From an optimization exercise on the open Yosys and OpenROAD flow, aimed at small area, a short achievable clock period and few clock cycles per item; shortcuts taken in it are not production practice.
In this exercise RTL edits were held to simulation tests only and were not proved equivalent to the original.

red:
## integer_to_ascii_formatter
module integer_to_ascii_formatter
#(
    parameter int VALUE_WIDTH = 64
)
(
    input  logic                   clk,
    input  logic                   rst_n,
    input  logic                   item_valid,
    output logic                   item_stall,
    input  logic [VALUE_WIDTH-1:0] value,
    input  logic [1:0]             base_select,
    input  logic [6:0]             min_width,
    input  logic [5:0]             min_digits,
    input  logic                   signed_mode,
    input  logic                   left_justify,
    input  logic                   zero_pad,
    input  logic                   plus_sign,
    input  logic                   space_sign,
    input  logic                   alt_prefix,
    input  logic                   lower_case,
    output logic                   char_valid,
    input  logic                   char_stall,
    output logic [7:0]             out_char,
    output logic                   last_char
);
Size in the first run: ~3,400 cells after synthesis, about 310 flip-flops, ~24,000 um2 of cells after synthesis.
Settings: LEC_CHECK=0, ABC_AREA=1, CAP_MARGIN=20, CORE_MARGIN=2, CORE_UTILIZATION=40, SLEW_MARGIN=20, TNS_END_PERCENT=0; clock period 10.0 ns.
standard.sh (not shown) runs the stock make flow with config.mk's settings and CLKGATE_MAP_FILE= SYNTH_SCRIPT=/design/flow/synth_recipe.tcl, a recipe that flattens the netlist after the stock synthesis.
==> flow/flow/run.sh <==
#!/bin/bash
# Standard layout, with the timing repair aiming at a setup margin of 6.5 ns.
set -euo pipefail
bash standard.sh SETUP_SLACK_MARGIN=6.5 finish > standard.log 2>&1
Testbench counts of red, summed over its fixed seeds: cycles 50,651, items 3,200.
> inputs changed (red -> blue)
-- flow/design.v --
<<< red, line 108
    assign is_hex = f_base[1];
    assign raw    = c_r[CW-1 -: 64];
    assign mag    = f_neg ? {~raw[63:32] + {31'd0, f_cy}, raw[31:0]} : raw;
    assign in_neg = signed_mode && value[63];
    assign in_dec = (base_select == 2'd1);
>>> blue, line 108
    assign is_hex = f_base[1];
    assign raw    = c_r[CW-1 -: 64];
    assign mag    = {~raw[63:32] + {31'd0, f_cy}, raw[31:0]};
    assign in_neg = signed_mode && value[63];
    assign in_dec = (base_select == 2'd1);
<<< red, line 124
        end
    endfunction
    assign lay    = layout(mag, f_base);
    assign lay_in = {1'b0, value, 20'd0};
    function automatic logic [3:0] add3(input logic [3:0] x);
        add3[3] = x[3] | (x[2] & x[0]) | (x[2] & x[1]);
>>> blue, line 124
        end
    endfunction
    assign lay    = c_isneg2 ? layout(mag, f_base)
                                       : layout(value, in_neg ? 2'd1 : base_select);
    assign lay_in = lay;
    function automatic logic [3:0] add3(input logic [3:0] x);
        add3[3] = x[3] | (x[2] & x[0]) | (x[2] & x[1]);
<<< red, line 169
    always_comb
    begin
        logic [31:0] x;
        logic [15:0] y16;
        logic [7:0]  y8;
        logic [3:0]  y4;
        logic [1:0]  y2;
        x = '0;
        x[1] = 1'b1;
        for (int j = 1; j < NN; j++)
            x[j + 1] = (j == NN - 1) ? c_r[CW] : (c_r[4*j +: 4] != 4'd0);
        nd_calc[4] = |x[31:16];
        y16        = nd_calc[4] ? x[31:16] : x[15:0];
        nd_calc[3] = |y16[15:8];
        y8         = nd_calc[3] ? y16[15:8] : y16[7:0];
        nd_calc[2] = |y8[7:4];
        y4         = nd_calc[2] ? y8[7:4] : y8[3:0];
        nd_calc[1] = |y4[3:2];
        y2         = nd_calc[1] ? y4[3:2] : y4[1:0];
        nd_calc[0] = y2[1];
    end
    logic [7:0] x1_s, x2_s, x3_s;
>>> blue, line 170
    always_comb
    begin
        nd_calc = 5'd1;
        for (int j = 0; j < NN; j++)
            if ((j == NN - 1) ? c_r[CW] : (c_r[4*j +: 4] != 4'd0))
                nd_calc = 5'(j + 1);
    end
    logic [7:0] x1_s, x2_s, x3_s;
<<< red, line 212
        st_nx = c_state;
        if (free)
            st_nx = !item_valid ? C_EMPTY : in_neg ? C_NEG : in_dec ? C_CONV : C_NEG2;
        else
            unique case (c_state)
>>> blue, line 199
        st_nx = c_state;
        if (free)
            st_nx = !item_valid ? C_EMPTY : in_neg ? C_NEG : in_dec ? C_CONV : C_PLAN1;
        else
            unique case (c_state)
## What came out
Going from red to blue, height of the die grew by a few percent. Between blue and red, the minimum clock period after layout is lower for red. Compared to red, blue shows a narrower setup margin. blue vs. red: number of placed instances with taps included climbed 272; total DRC errors in the routed layout barely changed; area added between synthesis and finish climbed 0.84 points; fraction of synthesized cell area in xor and xnor cells dropped 0.72 points. Delta(clock buffer count, blue - red) > 0. From red to blue, depth of the worst hold-timing path did not move at all.
Testbench counts of blue, summed over its fixed seeds: cycles 50,561, items 3,200.

Setup of job 101:
integer_to_ascii_formatter, a different RTL version from the one above (not shown whole).
Size in the first run: ~3800 cells after synthesis, about 300 flip-flops, roughly 100 I/O pins.
==> flow/config.mk <==
export PLATFORM = sky130hd
export DESIGN_NAME = integer_to_ascii_formatter
export DESIGN_NICKNAME = integer_to_ascii_formatter
export VERILOG_FILES = /design/flow/design.v
export SDC_FILE = /design/flow/constraint.sdc
export NUM_CORES = 4
export LEC_CHECK = 0
export ABC_AREA = 1
export CAP_MARGIN = 20
export CORE_MARGIN = 2
export CORE_UTILIZATION = 40
export SLEW_MARGIN = 20
export TNS_END_PERCENT = 0
==> flow/constraint.sdc <==
create_clock -name core_clock -period 10.0 [get_ports {clk}]
set_input_delay 2.0000 -clock core_clock [delete_from_list [all_inputs] [get_ports {clk}]]
set_output_delay 2.0000 -clock core_clock [all_outputs]
set_load 0.01 [all_outputs]
==> flow/flow/run.sh <==
#!/bin/bash
# Standard layout, with the timing repair aiming at a setup margin of 6.0 ns.
set -euo pipefail
bash standard.sh SETUP_SLACK_MARGIN=6.0 finish > standard.log 2>&1
Testbench counts of job 101, summed over its fixed seeds: cycles 50,561, items 3,200.
### job 101 -> job 102
-- flow/design.v --
<<< job 101, line 33
);
    localparam int NN = 22;         
    localparam int CW = 4 * (NN - 1);  
    localparam int RW = CW + 1;     
    localparam int S_LEAD  = 0;
    localparam int S_SIGN  = 1;
>>> job 102, line 33
);
    localparam int NN = 22;         
    localparam int RW = 4 * NN;     
    localparam int S_LEAD  = 0;
    localparam int S_SIGN  = 1;
<<< job 101, line 106
    assign is_dec = (f_base == 2'd1);
    assign is_hex = f_base[1];
    assign raw    = c_r[CW-1 -: 64];
    assign mag    = {~raw[63:32] + {31'd0, f_cy}, raw[31:0]};
    assign in_neg = signed_mode && value[63];
>>> job 102, line 105
    assign is_dec = (f_base == 2'd1);
    assign is_hex = f_base[1];
    assign raw    = c_r[RW-1 -: 64];
    assign mag    = {~raw[63:32] + {31'd0, f_cy}, raw[31:0]};
    assign in_neg = signed_mode && value[63];
<<< job 101, line 113
        layout = '0;
        if (b == 2'd1)
            layout[CW-1 -: 64] = m;
        else if (b[1])
            layout[63:0] = m;
        else
        begin
            for (int j = 0; j < NN - 1; j++)
                layout[4*j +: 3] = m[3*j +: 3];
            layout[CW] = m[63];
        end
    endfunction
    assign lay    = (c_state == C_NEG2) ? layout(mag, f_base)
>>> job 102, line 112
        layout = '0;
        if (b == 2'd1)
            layout[RW-1 -: 64] = m;
        else if (b[1])
            layout[63:0] = m;
        else
            for (int j = 0; j < NN; j++)
                layout[4*j +: 3] = (j == NN - 1) ? {2'b00, m[63]} : m[3*j +: 3];
    endfunction
    assign lay    = (c_state == C_NEG2) ? layout(mag, f_base)
<<< job 101, line 135
    always_comb
        for (int j = 0; j < NN; j++)
            dmask[j] = (j <= 4) || (c_step >= 5'(j - 4));
    always_comb
    begin
>>> job 102, line 131
    always_comb
        for (int j = 0; j < NN; j++)
            dmask[j] = (j <= 5) || (c_step >= 5'(j - 5));
    always_comb
    begin
<<< job 101, line 141
        for (int u = 0; u < 4; u++)
        begin
            for (int j = 0; j < NN - 1; j++)
            begin
                if (j <= 4 || dmask[j])
                    dab[4*j +: 4] = add3(dab[4*j +: 4]);
            end
            dab[CW-1:0] = {dab[CW-2:0], dab[CW-1]};
        end
    end
    assign skip = !c_started && (c_r[CW-1 -: 16] == 16'd0);
    logic [4:0] nd_calc;
    logic [6:0] pad_calc, n2_calc;
>>> job 102, line 137
        for (int u = 0; u < 4; u++)
        begin
            for (int j = 0; j < NN; j++)
            begin
                if (j <= 5 || dmask[j])
                    dab[4*j +: 4] = add3(dab[4*j +: 4]);
            end
            dab = {dab[RW-2:0], dab[RW-1]};
        end
    end
    assign skip = !c_started && (c_r[RW-1 -: 16] == 16'd0);
    logic [4:0] nd_calc;
    logic [6:0] pad_calc, n2_calc;
<<< job 101, line 158
        nd_calc = 5'd1;
        for (int j = 0; j < NN; j++)
            if ((j == NN - 1) ? c_r[CW] : (c_r[4*j +: 4] != 4'd0))
                nd_calc = 5'(j + 1);
    end
>>> job 102, line 154
        nd_calc = 5'd1;
        for (int j = 0; j < NN; j++)
            if (c_r[4*j +: 4] != 4'd0)
                nd_calc = 5'(j + 1);
    end
<<< job 101, line 268
            C_NEG:
            begin
                c_r[CW-33 -: 32] <= ~raw[31:0] + 32'd1;
                f_cy             <= (raw[31:0] == 32'd0);
            end
>>> job 102, line 264
            C_NEG:
            begin
                c_r[RW-33 -: 32] <= ~raw[31:0] + 32'd1;
                f_cy             <= (raw[31:0] == 32'd0);
            end
<<< job 101, line 277
                if (skip)
                begin
                    c_r[CW-1:0] <= {c_r[CW-17:0], 16'd0};
                    c_step <= c_step + 5'd4;
                end
>>> job 102, line 273
                if (skip)
                begin
                    c_r    <= {c_r[RW-17:0], 16'd0};
                    c_step <= c_step + 5'd4;
                end
<<< job 101, line 392
        for (int j = 0; j < NN; j++)
            if (e_cnt[4:0] == 5'(j + 1))
                dsel = (j == NN - 1) ? {3'b000, e_dig[CW]} : e_dig[4*j +: 4];
        dchar = ((dsel < 4'd10) ? (8'h30 + {4'h0, dsel}) : (8'h37 + {4'h0, dsel})) | {2'b00, e_lc, 5'b00000};
    end
>>> job 102, line 388
        for (int j = 0; j < NN; j++)
            if (e_cnt[4:0] == 5'(j + 1))
                dsel = e_dig[4*j +: 4];
        dchar = ((dsel < 4'd10) ? (8'h30 + {4'h0, dsel}) : (8'h37 + {4'h0, dsel})) | {2'b00, e_lc, 5'b00000};
    end
Placement-stage cell area in job 102 is about 2.1% higher than in job 101. Compare job 102 and job 101 | global-route usage higher: job 102. Number of placed cells counting well taps (job 102 vs. job 101) increases slightly. Job 102 — register-to-register slack 280 ps lower, job 101 as reference. Cmp job 102 vs job 101: number of antenna violations at the first check in global routing higher in job 102. Looking only at number of instances in the synthesized netlist, and setting everything else aside, the higher value of job 102 and job 101 goes to job 102. Against job 101, clock-buffer cell count in job 102 rose by a little under 10%. Where post-layout minimum cycle time is concerned, job 101 is better than job 102. Non-clock buffer count (job 102 vs. job 101) decreases by more than 10%. Re number of stages on the worst setup path: job 102 and job 101 aren't equal, and the higher value belongs to job 102.
Testbench counts of job 102, summed over its fixed seeds: cycles 50,561, items 3,200.

-- separate check: timing with driven ports --
In the flow no input, the clock included, has a driving cell. The finished layouts below were timed again as built, in two steps. Step 1 (the two cells are an assumption about what drives the block):
set clk [get_ports {clk}]
set_driving_cell -lib_cell sky130_fd_sc_hd__clkbuf_16 $clk
set_driving_cell -lib_cell sky130_fd_sc_hd__buf_2 [delete_from_list [all_inputs] $clk]
Step 2 adds t to the input delays and takes it off the output delays; t is the mean of the earliest and latest rising clock arrival at the registers after step 1. Input paths then give back, and output paths get back, about the clock's delay inside the block. a / b / c = ideal / step 1 / step 2; a / b = the first two.
| run | t, ns | slack for setup (ns) | worst setup path at the end | slew at the worst register clock pin (ns) |
|---|---|---|---|---|
| red | 0.612 | 6.503 / 6.484 / 5.993 | input to register | 0.07 / 0.07 |
| blue | 0.625 | 6.355 / 6.377 / 5.757 | input to register | 0.07 / 0.07 |
| job 101 | 0.611 | 6.043 / 6.031 / 5.420 | input to register | 0.07 / 0.07 |
| job 102 | 0.617 | 5.781 / 5.781 / 5.264 | input to register | 0.07 / 0.07 |
After both steps setup and hold are still met in every run listed. The setup slack of job 101, which loses most, moves by -0.012 ns with the drivers and by -0.623 ns with both steps.
